Background: an optimization exercise with open tools, aiming at small area, a short achievable clock period and few clock cycles per item. Do not read the settings as production practice.
No functional check of the RTL was part of any run shown here.

==> flow/design.v, too long to show whole: its modules and the start of the top module <==
// module idct_1d_serial: 2568 lines
// module idct_add: 9 lines
// module idct_pix: 26 lines
module idct_1d_serial #(
    parameter int OFFSET = 0
) (
    input  logic        clk,
    input  logic        rst,
    input  logic [95:0] coef_in,
    input  logic        in_valid,
    output logic        in_ready,
    output logic [63:0] pix_out,
    output logic        out_valid,
    input  logic        out_ready
);
  // ...
==> flow/flow/run.sh <==
#!/bin/bash
# Standard ORFS layout with one extra step between synthesis and floorplan:
# fixinv.py cancels the inverters that Yosys's adder extraction leaves between full-adder
# cells (a full adder is self-dual, so flipping its polarity is a pure rewiring).
# flow/make_vars.txt, if present, lists extra ORFS make variables (one per line), e.g. the
# setup slack margin repair_timing aims for.  Every tool's output goes to its own log file.
set -euo pipefail
WORK=$(pwd)
RES=$WORK/orfs/results/${FLOW_PLATFORM}/idct_1d_serial/base
EXTRA=()
if [[ -f flow/make_vars.txt ]]; then
  while IFS= read -r line; do
    [[ -n "$line" ]] && EXTRA+=("$line")
  done < flow/make_vars.txt
fi
bash standard.sh ${EXTRA[@]+"${EXTRA[@]}"} "$RES/1_2_yosys.v" > "$WORK/synth.log" 2>&1
cp "$RES/1_2_yosys.v" "$WORK/1_2_yosys.orig.v"
python3 flow/fixinv.py "$WORK/1_2_yosys.orig.v" "$RES/1_2_yosys.v" > "$WORK/fixinv.log" 2>&1
bash standard.sh ${EXTRA[@]+"${EXTRA[@]}"} finish > "$WORK/layout.log" 2>&1
==> flow/flow/fixinv.py <==
#!/usr/bin/env python3
"""Cancel inverters around full-adder cells in a Yosys gate netlist.

A full adder is self-dual: FA(~a,~b,~c) = (~sum, ~cout).  Yosys's extract_fa picks
polarities cell by cell, which leaves inverters between adders.  This pass flips adders
(connects the complements of their inputs and complements their outputs) whenever that
lowers the number of inverters, then writes the netlist back.  The logic is unchanged.
usage: fixinv.py in.v out.v
"""
import re
import sys

OUTPINS = {'X', 'Y', 'Q', 'Q_N', 'SUM', 'COUT', 'HI', 'LO'}
INV = 'sky130_fd_sc_hd__inv_1'


def is_inv(t):
    return re.fullmatch(r'sky130_fd_sc_hd__(clk)?inv_\d+', t) is not None


def is_fa(t):
    return re.fullmatch(r'sky130_fd_sc_hd__fa_\d+', t) is not None


def main(src, dst):
    text = open(src).read()
    m = re.search(r'^(module .*?;\n)(.*?)^endmodule', text, re.S | re.M)
    head_mod, body = m.group(1), m.group(2)
    pre, post = text[:m.start()], text[m.end():]
    cell_re = re.compile(r'^  (sky130_fd_sc_hd__\w+) (\S+) \((.*?)\);\n', re.S | re.M)
    decls = []
    cells = {}
    order = []
    pos = 0
    for cm in cell_re.finditer(body):
        decls.append(body[pos:cm.start()])
        pos = cm.end()
        typ, name, pins = cm.group(1), cm.group(2), cm.group(3)
        pm = {}
        for p, n in re.findall(r'\.(\w+)\(((?:[^()])*)\)', pins):
            pm[p] = n.strip()
        cells[name] = [typ, pm]
        order.append(name)
    rest = body[pos:]
    if rest.strip():
        # assigns or other statements: keep them, but treat their nets as fixed
        pass
    declstr = ''.join(decls)
    outports = set()
    for om in re.finditer(r'^\s*output\s+(\[(\d+):(\d+)\]\s+)?(\S+?)\s*;', head_mod + declstr, re.M):
        if om.group(1):
            hi, lo = int(om.group(2)), int(om.group(3))
            for i in range(min(hi, lo), max(hi, lo) + 1):
                outports.add(f"{om.group(4)}[{i}]")
        else:
            outports.add(om.group(4))
    fixed = set(re.findall(r'[\\\w$\[\]\.]+', rest)) if rest.strip() else set()

    drv = {}
    loads = {}

    def add_load(n, c, p):
        loads.setdefault(n, set()).add((c, p))

    for c in order:
        typ, pm = cells[c]
        for p, n in pm.items():
            if p in OUTPINS:
                drv[n] = (c, p)
            else:
                add_load(n, c, p)
    for n in outports:
        add_load(n, '$PORT', n)

    cnt = [0]

    def newnet():
        cnt[0] += 1
        return f"_fixinv_{cnt[0]}_"

    def newinv(a):
        cnt[0] += 1
        c = f"_fixinvc_{cnt[0]}_"
        y = newnet()
        cells[c] = [INV, {'A': a, 'Y': y}]
        order.append(c)
        drv[y] = (c, 'Y')
        add_load(a, c, 'A')
        return c, y

    def inv_driver(n):
        d = drv.get(n)
        if d and d[0] in cells and is_inv(cells[d[0]][0]):
            return d[0]
        return None

    def inv_load(n):
        for c, p in loads.get(n, ()):
            if c != '$PORT' and c in cells and is_inv(cells[c][0]):
                return c
        return None

    def connect(c, p, n):
        old = cells[c][1][p]
        loads[old].discard((c, p))
        cells[c][1][p] = n
        add_load(n, c, p)

    def remove_cell(c):
        typ, pm = cells.pop(c)
        for p, n in pm.items():
            if p in OUTPINS:
                drv.pop(n, None)
            else:
                loads[n].discard((c, p))

    def gain(f):
        """inverters saved by flipping f (estimate)"""
        typ, pm = cells[f]
        g = 0
        for p in ('A', 'B', 'CIN'):
            n = pm[p]
            I = inv_driver(n)
            if I is not None:
                if len(loads[n]) == 1 and cells[I][1]['Y'] not in outports:
                    g += 1
            elif inv_load(n) is None:
                g -= 1
        for p in ('SUM', 'COUT'):
            o = pm[p]
            ls = loads.get(o, set())
            invs = [c for c, q in ls if c != '$PORT' and is_inv(cells[c][0])
                    and cells[c][1]['Y'] not in outports and cells[c][1]['Y'] not in fixed]
            others = len(ls) - len(invs)
            g += len(invs)
            if others:
                g -= 1
        return g

    def flip(f):
        typ, pm = cells[f]
        for p in ('A', 'B', 'CIN'):
            n = pm[p]
            I = inv_driver(n)
            if I is not None:
                connect(f, p, cells[I][1]['A'])
                if not loads[n] and n not in outports:
                    remove_cell(I)
            else:
                J = inv_load(n)
                y = cells[J][1]['Y'] if J else newinv(n)[1]
                connect(f, p, y)
        for p in ('SUM', 'COUT'):
            o = pm[p]
            o2 = newnet()
            drv.pop(o, None)
            cells[f][1][p] = o2
            drv[o2] = (f, p)
            ls = list(loads.get(o, set()))
            for c, q in ls:
                if c != '$PORT' and is_inv(cells[c][0]):
                    y = cells[c][1]['Y']
                    if y in outports or y in fixed:
                        continue
                    for c2, q2 in list(loads.get(y, set())):
                        connect(c2, q2, o2)
                    remove_cell(c)
            if loads.get(o):
                # remaining loads need the old polarity: o = ~o2
                cnt[0] += 1
                c = f"_fixinvc_{cnt[0]}_"
                cells[c] = [INV, {'A': o2, 'Y': o}]
                order.append(c)
                drv[o] = (c, 'Y')
                add_load(o2, c, 'A')

    def ninv():
        return sum(1 for c in cells if is_inv(cells[c][0]))

    before = ninv()
    fas = [c for c in order if is_fa(cells[c][0])]
    for it in range(20):
        changed = 0
        for f in fas:
            if gain(f) > 0:
                k0 = ninv()
                flip(f)
                changed += 1
        if not changed:
            break
    # half adders whose outputs are only used inverted, or whose inputs both come from
    # inverters, become two plain gates that absorb those inverters
    AREA = {'xor2': 8.7584, 'xnor2': 8.7584, 'and2': 6.256, 'nand2': 3.7536,
            'nor2': 3.7536, 'or2': 6.256}
    OUTPIN = {'xor2': 'X', 'xnor2': 'Y', 'and2': 'X', 'nand2': 'Y', 'nor2': 'Y', 'or2': 'X'}
    INVERSE = {'xor2': 'xnor2', 'xnor2': 'xor2', 'and2': 'nand2', 'nand2': 'and2',
               'nor2': 'or2', 'or2': 'nor2'}
    nha = 0
    has = [c for c in order if c in cells and re.fullmatch(r'sky130_fd_sc_hd__ha_1', cells[c][0])]
    for h in has:
        pm = cells[h][1]
        na, nb, ns, nc = pm['A'], pm['B'], pm['SUM'], pm['COUT']
        Ia, Ib = inv_driver(na), inv_driver(nb)
        use_src = Ia is not None and Ib is not None and Ia != Ib
        if use_src:
            ia, ib = cells[Ia][1]['A'], cells[Ib][1]['A']
            sfun, cfun = 'xor2', 'nor2'
        else:
            ia, ib = na, nb
            sfun, cfun = 'xor2', 'and2'
        plan = []
        saved = 12.512
        for net, fun in ((ns, sfun), (nc, cfun)):
            ls = loads.get(net, set())
            invs = [c for c, q in ls if c != '$PORT' and is_inv(cells[c][0])
                    and cells[c][1]['Y'] not in outports and cells[c][1]['Y'] not in fixed]
            if ls and len(invs) == len(ls):
                plan.append((net, INVERSE[fun], invs))
                saved += 3.7536 * len(invs)
                saved -= AREA[INVERSE[fun]]
            else:
                plan.append((net, fun, []))
                saved -= AREA[fun]
        if use_src:
            for I, n in ((Ia, na), (Ib, nb)):
                if len(loads[n]) == 1 and cells[I][1]['Y'] not in outports:
                    saved += 3.7536
        if saved <= 0.01:
            continue
        remove_cell(h)
        for net, fun, invs in plan:
            cnt[0] += 1
            c = f"_fixinvc_{cnt[0]}_"
            if invs:
                out = cells[invs[0]][1]['Y']
                for I in invs:
                    y = cells[I][1]['Y']
                    remove_cell(I)
                    if y != out:
                        for c2, q2 in list(loads.get(y, set())):
                            connect(c2, q2, out)
            else:
                out = net
            cells[c] = ['sky130_fd_sc_hd__' + fun + '_1', {'A': ia, 'B': ib, OUTPIN[fun]: out}]
            order.append(c)
            drv[out] = (c, OUTPIN[fun])
            add_load(ia, c, 'A')
            add_load(ib, c, 'B')
        if use_src:
            for I, n in ((Ia, na), (Ib, nb)):
                if I in cells and not loads.get(n) and n not in outports:
                    remove_cell(I)
        nha += 1
    print(f"fixinv: half adders split into gates: {nha}", file=sys.stderr)

    # merge inverters that share an input
    byin = {}
    for c in list(order):
        if c in cells and is_inv(cells[c][0]):
            a, y = cells[c][1]['A'], cells[c][1]['Y']
            if y in outports or y in fixed:
                continue
            if a in byin:
                keep = byin[a]
                ky = cells[keep][1]['Y']
                for c2, q2 in list(loads.get(y, set())):
                    connect(c2, q2, ky)
                remove_cell(c)
            else:
                byin[a] = c
    # drop inverters with no loads
    for c in list(order):
        if c in cells and is_inv(cells[c][0]):
            y = cells[c][1]['Y']
            if not loads.get(y) and y not in outports and y not in fixed:
                remove_cell(c)
    after = ninv()
    print(f"fixinv: inverters {before} -> {after}", file=sys.stderr)

    newnets = set()
    for c in order:
        if c in cells:
            for n in cells[c][1].values():
                if n.startswith('_fixinv_'):
                    newnets.add(n)
    out = [pre, head_mod, declstr]
    for n in sorted(newnets):
        out.append(f"  wire {n};\n")
    for c in order:
        if c not in cells:
            continue
        typ, pm = cells[c]
        pins = ',\n'.join(f"    .{p}({n}{' ' if n.startswith(chr(92)) else ''})" for p, n in pm.items())
        out.append(f"  {typ} {c} (\n{pins}\n  );\n")
    out.append(rest)
    out.append('endmodule')
    out.append(post)
    open(dst, 'w').write(''.join(out))


if __name__ == '__main__':
    main(sys.argv[1], sys.argv[2])
==> flow/flow/make_vars.txt <==
SETUP_SLACK_MARGIN=6.3
BUFFER_PORTS_ARGS=-buffer_cell sky130_fd_sc_hd__buf_1
==> flow/standard.sh <==
#!/bin/bash
# synth_recipe.tcl (not shown) runs the flow's synth.tcl, then flattens the netlist and writes it again
# the make line also repeats each setting of config.mk as NAME=value (left out here)
make -C /OpenROAD-flow-scripts/flow DESIGN_CONFIG=/design/flow/config.mk WORK_HOME=/design/flow/orfs CLKGATE_MAP_FILE= SYNTH_SCRIPT=/design/flow/synth_recipe.tcl "${@:-finish}"
==> flow/config.mk <==
export PLATFORM = sky130hd
export DESIGN_NAME = idct_1d_serial
export DESIGN_NICKNAME = idct_1d_serial
export VERILOG_FILES = /design/flow/design.v
export SDC_FILE = /design/flow/constraint.sdc
export NUM_CORES = 4
export LEC_CHECK = 0
export ABC_CLOCK_PERIOD_IN_PS = 3000
export CAP_MARGIN = 20
export CORE_MARGIN = 2
export CORE_UTILIZATION = 40
export CTS_BUF_LIST = sky130_fd_sc_hd__clkbuf_8
export SLEW_MARGIN = 20
export SYNTH_HIERARCHICAL = 1
export SYNTH_MINIMUM_KEEP_SIZE = 0
==> flow/constraint.sdc <==
create_clock -name core_clock -period 11.0 [get_ports {clk}]
set_input_delay 2.2000 -clock core_clock [delete_from_list [all_inputs] [get_ports {clk}]]
set_output_delay 2.2000 -clock core_clock [all_outputs]
set_load 0.01 [all_outputs]
==> summary.txt, run 1 <==
status=complete, no violations; num rows=116; Plain + repair buffers=334; First DRT Iteration DRCs=2071; M1 WL=53500 um; syn nets=4670; CTS Sinks=348; flop-to-flop setup slack=6.39 ns; Startpoint Class=input pin; Final Setup Violations=0; FMAX=0.214 GHz; core region area=100000 um^2; slowest cell on the critical path=clkbuf_2; Post-Place Cell Area=42900 um^2; count of flip-flops and latches=348; Die Width=323 um; RSZ-0062 raised after global routing=yes; Setup Skew=0.0453 ns; Root Driver=clkbuf_8; period utilization=42.4%; crit path capture=in_ready; max reg flops=64; met3 usage=3.87%; Inst Count DP=5127; comb_multi_in=2888; CP Cell Sequence=buf_2 > clkbuf_2; largest class=multi-input combinational cells; crit path capture type=output pin; Multi-input gate area=29100 um^2; DRT Pass-1 Iters=5; # Taps=1357; setup TNS=0 ns; crit-path max FO=4; Final min period=4.67 ns
==> run 2: changes to the inputs <==
--- a/flow/design.v
+++ b/flow/design.v
@@ -13,28 +13,25 @@
     function automatic logic [7:0] offset_pixel(input logic signed [13:0] y);
         logic signed [15:0] t;
         t = 16'(y) + 16'(OFFSET);
         if (t < 0) offset_pixel = 8'd0;
         else if (t > 255) offset_pixel = 8'd255;
         else offset_pixel = t[7:0];
     endfunction
     logic [1:0] v_q;
-    logic ovn_q;
     logic en;
-    assign en        = ovn_q | out_ready;
+    assign en        = !v_q[1] || out_ready;
     assign in_ready  = out_ready;
-    assign out_valid = !ovn_q;
+    assign out_valid = v_q[1];
     always_ff @(posedge clk or posedge rst) begin
         if (rst) begin
-            v_q   <= '0;
-            ovn_q <= 1'b1;
+            v_q <= '0;
         end else if (en) begin
-            v_q   <= {v_q, in_valid & out_ready};
-            ovn_q <= !v_q[1];
+            v_q <= {v_q, in_valid & out_ready};
         end
     end
     logic [12:0] s04_1;
     logic hs2;
     logic hc3;
     logic hs4;
     logic hc5;
     logic hs6;
@@ -2557,19 +2554,17 @@
     idct_pix #(.OFFSET(OFFSET)) u_pix2 (.eh({eo0_q[12], eo0_q[11], eo0_q[10], eo0_q[9], eo0_q[8], eo0_q[7], eo0_q[6], eo0_q[5], eo0_q[4], eo0_q[3], eo0_q[2], eo0_q[1], eo0_q[0]}), .oh({~eo0_q[25], ~eo0_q[24], ~eo0_q[23], ~eo0_q[22], ~eo0_q[21], ~eo0_q[20], ~eo0_q[19], ~eo0_q[18], ~eo0_q[17], ~eo0_q[16], ~eo0_q[15], ~eo0_q[14], ~eo0_q[13]}), .cin(~eo0_q[27]), .p(pix7_1240));
     idct_pix #(.OFFSET(OFFSET)) u_pix3 (.eh({eo1_q[12], eo1_q[11], eo1_q[10], eo1_q[9], eo1_q[8], eo1_q[7], eo1_q[6], eo1_q[5], eo1_q[4], eo1_q[3], eo1_q[2], eo1_q[1], eo1_q[0]}), .oh({eo1_q[25], eo1_q[24], eo1_q[23], eo1_q[22], eo1_q[21], eo1_q[20], eo1_q[19], eo1_q[18], eo1_q[17], eo1_q[16], eo1_q[15], eo1_q[14], eo1_q[13]}), .cin(eo1_q[26]), .p(pix1_1241));
     idct_pix #(.OFFSET(OFFSET)) u_pix4 (.eh({eo1_q[12], eo1_q[11], eo1_q[10], eo1_q[9], eo1_q[8], eo1_q[7], eo1_q[6], eo1_q[5], eo1_q[4], eo1_q[3], eo1_q[2], eo1_q[1], eo1_q[0]}), .oh({~eo1_q[25], ~eo1_q[24], ~eo1_q[23], ~eo1_q[22], ~eo1_q[21], ~eo1_q[20], ~eo1_q[19], ~eo1_q[18], ~eo1_q[17], ~eo1_q[16], ~eo1_q[15], ~eo1_q[14], ~eo1_q[13]}), .cin(~eo1_q[27]), .p(pix6_1242));
     idct_pix #(.OFFSET(OFFSET)) u_pix5 (.eh({eo2_q[12], eo2_q[11], eo2_q[10], eo2_q[9], eo2_q[8], eo2_q[7], eo2_q[6], eo2_q[5], eo2_q[4], eo2_q[3], eo2_q[2], eo2_q[1], eo2_q[0]}), .oh({eo2_q[25], eo2_q[24], eo2_q[23], eo2_q[22], eo2_q[21], eo2_q[20], eo2_q[19], eo2_q[18], eo2_q[17], eo2_q[16], eo2_q[15], eo2_q[14], eo2_q[13]}), .cin(eo2_q[26]), .p(pix2_1243));
     idct_pix #(.OFFSET(OFFSET)) u_pix6 (.eh({eo2_q[12], eo2_q[11], eo2_q[10], eo2_q[9], eo2_q[8], eo2_q[7], eo2_q[6], eo2_q[5], eo2_q[4], eo2_q[3], eo2_q[2], eo2_q[1], eo2_q[0]}), .oh({~eo2_q[25], ~eo2_q[24], ~eo2_q[23], ~eo2_q[22], ~eo2_q[21], ~eo2_q[20], ~eo2_q[19], ~eo2_q[18], ~eo2_q[17], ~eo2_q[16], ~eo2_q[15], ~eo2_q[14], ~eo2_q[13]}), .cin(~eo2_q[27]), .p(pix5_1244));
     idct_pix #(.OFFSET(OFFSET)) u_pix7 (.eh({eo3_q[12], eo3_q[11], eo3_q[10], eo3_q[9], eo3_q[8], eo3_q[7], eo3_q[6], eo3_q[5], eo3_q[4], eo3_q[3], eo3_q[2], eo3_q[1], eo3_q[0]}), .oh({eo3_q[25], eo3_q[24], eo3_q[23], eo3_q[22], eo3_q[21], eo3_q[20], eo3_q[19], eo3_q[18], eo3_q[17], eo3_q[16], eo3_q[15], eo3_q[14], eo3_q[13]}), .cin(eo3_q[26]), .p(pix3_1245));
     idct_pix #(.OFFSET(OFFSET)) u_pix8 (.eh({eo3_q[12], eo3_q[11], eo3_q[10], eo3_q[9], eo3_q[8], eo3_q[7], eo3_q[6], eo3_q[5], eo3_q[4], eo3_q[3], eo3_q[2], eo3_q[1], eo3_q[0]}), .oh({~eo3_q[25], ~eo3_q[24], ~eo3_q[23], ~eo3_q[22], ~eo3_q[21], ~eo3_q[20], ~eo3_q[19], ~eo3_q[18], ~eo3_q[17], ~eo3_q[16], ~eo3_q[15], ~eo3_q[14], ~eo3_q[13]}), .cin(~eo3_q[27]), .p(pix4_1246));
     assign pix = {pix0_1239, pix1_1241, pix2_1243, pix3_1245, pix4_1246, pix5_1244, pix6_1242, pix7_1240};
-    logic [63:0] pix_q;
-    always_ff @(posedge clk) if (en) pix_q <= pix;
-    assign pix_out = pix_q;
+    assign pix_out = pix;
 endmodule
 module idct_add #(
     parameter int W = 20
 ) (
     input  logic [W-1:0] a,
     input  logic [W-1:0] b,
     output logic [W-1:0] s
 );
==> summary.txt, run 2 <==
Rel. slew slack=32.4% (was 37.0%); Cell Area, Synth=38100 um^2 (was 40700 um^2); vias in the first global route=29108 (was 29770); FMAX=0.183 GHz (was 0.214 GHz); syn nets=4552 (was 4670); DRT Pass-1 Iters=5 (unchanged); layout cells sized above 1=17.6% (was 9.80%); Die Y=313 um (was 323 um); CP dominant cell by count=a21o_1; Root Driver=clkbuf_8 (unchanged); flop-to-flop setup slack=6.35 ns (was 6.39 ns); routed vias=28598 (was 29672); CP Cell Sequence=ha_4 > a21o_1 > a21o_1 > a2111o_1 > o21a_1 > nor4_4 > buf_6 > a41oi_1 > clkbuf_2 (was buf_2 > clkbuf_2); slowest cell on the critical path=edfxtp_1 (was clkbuf_2); most common cell after layout, fill and taps aside=fa_1 (unchanged); H-tree depth=2 (was 3); Total Routing Usage GR=23.6% (was 22.8%); yosys warns=8 (unchanged); first-pass GRT wire length=176000 um (was 180000 um); Startpoint Class=flop (was input pin); num ports=166 (unchanged); crit-path max FO=7 (was 4); Final Setup Violations=0 (unchanged); worst-margin pin slew=1.01 ns (was 0.942 ns); CTS tree=done (unchanged); CP max stage delay=0.50 ns (was 0.14 ns); number of port buffers=165 (unchanged); Reg-to-Reg End=eo0_q[23] (was eo0_q[2]); required time of the worst setup path=8.80 ns (about the same); period utilization=49.7% (was 42.4%); First DRT Iteration DRCs=1952 (was 2071); Routed WL=116000 um (was 119000 um); crit path capture type=output pin (unchanged); Final min period=5.47 ns (was 4.67 ns); hold path endpoint=v_q[1] (was ovn_q); CTS Buffer Depth=3 (unchanged); Final ANT Viol Nets=0 (unchanged); setup TNS=0 ns (unchanged); die footprint=97800 um^2 (was 104000 um^2); nets@finish=4997 (was 5057); largest net degree at the start of global routing=78 (was 155); RSZ-0062 raised after global routing=yes (unchanged); Routed WL per cell=22.0 um (was 21.9 um); Worst Hold Class=flop to flop (unchanged); core region area=94700 um^2 (was 100000 um^2); DR DRC count=0 (unchanged); crit path DAT=3.27 ns (was 2.47 ns); clock slew at reported path FFs=0.07 ns (was 0.06 ns); gpl congestion=0.970 (was 0.966); initial antenna violation count=3 (was 6); drt via density=5.45 (was 5.48); Cells after Synth=3492 (was 3616); Starting Density=40.2% (was 40.5%); Max Cap Viol=0 (unchanged); CTS Sinks=283 (was 348); cts hold-fix bufs=0 (unchanged); max-slew violations=0 (unchanged); worst hold path cell count=1 (unchanged); cts bufs inserted=53 (was 68); dpl hpwl=94400 um (was 98500 um); Die Width=313 um (was 323 um); most frequent cells in the layout=fa_1 (521), ha_1 (390), inv_1 (344) (was fa_1 (533), ha_1 (408), inv_1 (355)); Worst Reg-to-Reg Cells=13 (was 12); global route total overflow=0 (unchanged); status=complete, no violations (unchanged); final hold viol count=0 (unchanged); Crit Reg-Reg Startpoint=x3_q[6] (was s_q[3]); HP Start=v_q[0] (was v_q[1]); num rows=113 (was 116); P&R area growth vs syn=18.0% (was 12.8%); Setup Skew=0.0323 ns (was 0.0453 ns); critical path class=flop to output pin (was input pin to output pin); worst-skew pair later-pin latency=0.68 ns (about the same); Syn Area/Cell=10.9 um^2 (was 11.2 um^2)
[run 2: worst max-delay path: cells and delay by family, from the launching register on]
family,cells,cell delay [ns]
AOI/OAI and AO/OA,5,1.13
DFF,1,0.50
buffers and inverters,2,0.35
and+or+nand+nor,1,0.33
adders and majority gates,1,0.28
[run 2: repair_timing]
action	CTS	global route
setup buffers	149	85
pin swaps	135	70
resized for setup	255	151
setup endpoints to repair	125	118
[run 2: worst max-delay path by stage]
stage | to | depth (start not counted) | startpoint | slack (ns)
3_5_place_dp | pix_out[23] | 8 | eo2_q[6] | 5.80
3_3_place_gp | pix_out[23] | 8 | eo2_q[6] | 5.80
4_1_cts | pix_out[22] | 10 | eo2_q[19] | 5.52
2_1_floorplan | eo0_q[10] | 15 | s_q[10] | 6.37
5_1_grt | pix_out[17] | 9 | eo2_q[6] | 5.42
6_report | pix_out[22] | 9 | eo2_q[6] | 5.53
[run 2: metrics by stage]
step	hold slack (ns)	utilization, %	cell area (um^2)	setup slack (ns)	cells
global route	0.508	47.5	45000	5.42	5246
finish	0.478	47.5	45000	5.53	5247
global placement	0.451	42.5	40300	5.80	4913
CTS	0.484	46.1	43700	5.52	5160
detailed placement	0.465	42.5	40300	5.80	4913
floorplan	0.435	-	38100	6.37	3492
[run 2: per-layer routing]
layer / track usage (%) / vias to the layer above / part of all wire [%]
li1: - / 13287 / -
met1: 33.4 / 14262 / 45
met2: 37.5 / 907 / 45
met3: 4.20 / 142 / 6.6
met4: 6.46 / 0 / 3.1
met5: 0 / - / 0
[run 2: layout make-up]
class,count,area [um^2]
Clock buffer,53,729
Fill cell,8826,49700
Sequential cell,283,8490
Timing Repair Buffer,404,2590
Inverter,368,1410
Clock inverter,45,393
Antenna cell,2,5.00
Tap cell,1265,1580
Multi-Input combinational cell,2827,29800

[separate check: timing with driven ports]
How much do the figures lean on ideal ports? The routed layouts below were timed once more, with nothing changed but the port constraints.
Step 1 sets driving cells, clkbuf_16 on the clock port and buf_2 on the other inputs (assumed; they add their load-dependent delay and slew).
Step 2, shift: input delay + t, output delay - t, t = (earliest + latest rising clock arrival at the registers) / 2. This alone moves slack from input paths to output paths.
Three values: no drivers, after step 1, after step 2; two values: the first two.
| run | t (ns) | slack for setup (ns) | worst data-port slew with drivers (ns) |
|---|---|---|---|
| run 1 | 0.721 | 6.331 / 6.305 / 6.062 | 0.07 |
| run 2 | 0.734 | 5.530 / 5.464 / 5.952 | 0.06 |
After both steps setup and hold are still met in every run listed. The setup slack of run 1, which loses most, moves by -0.026 ns with the drivers and by -0.269 ns with both steps.
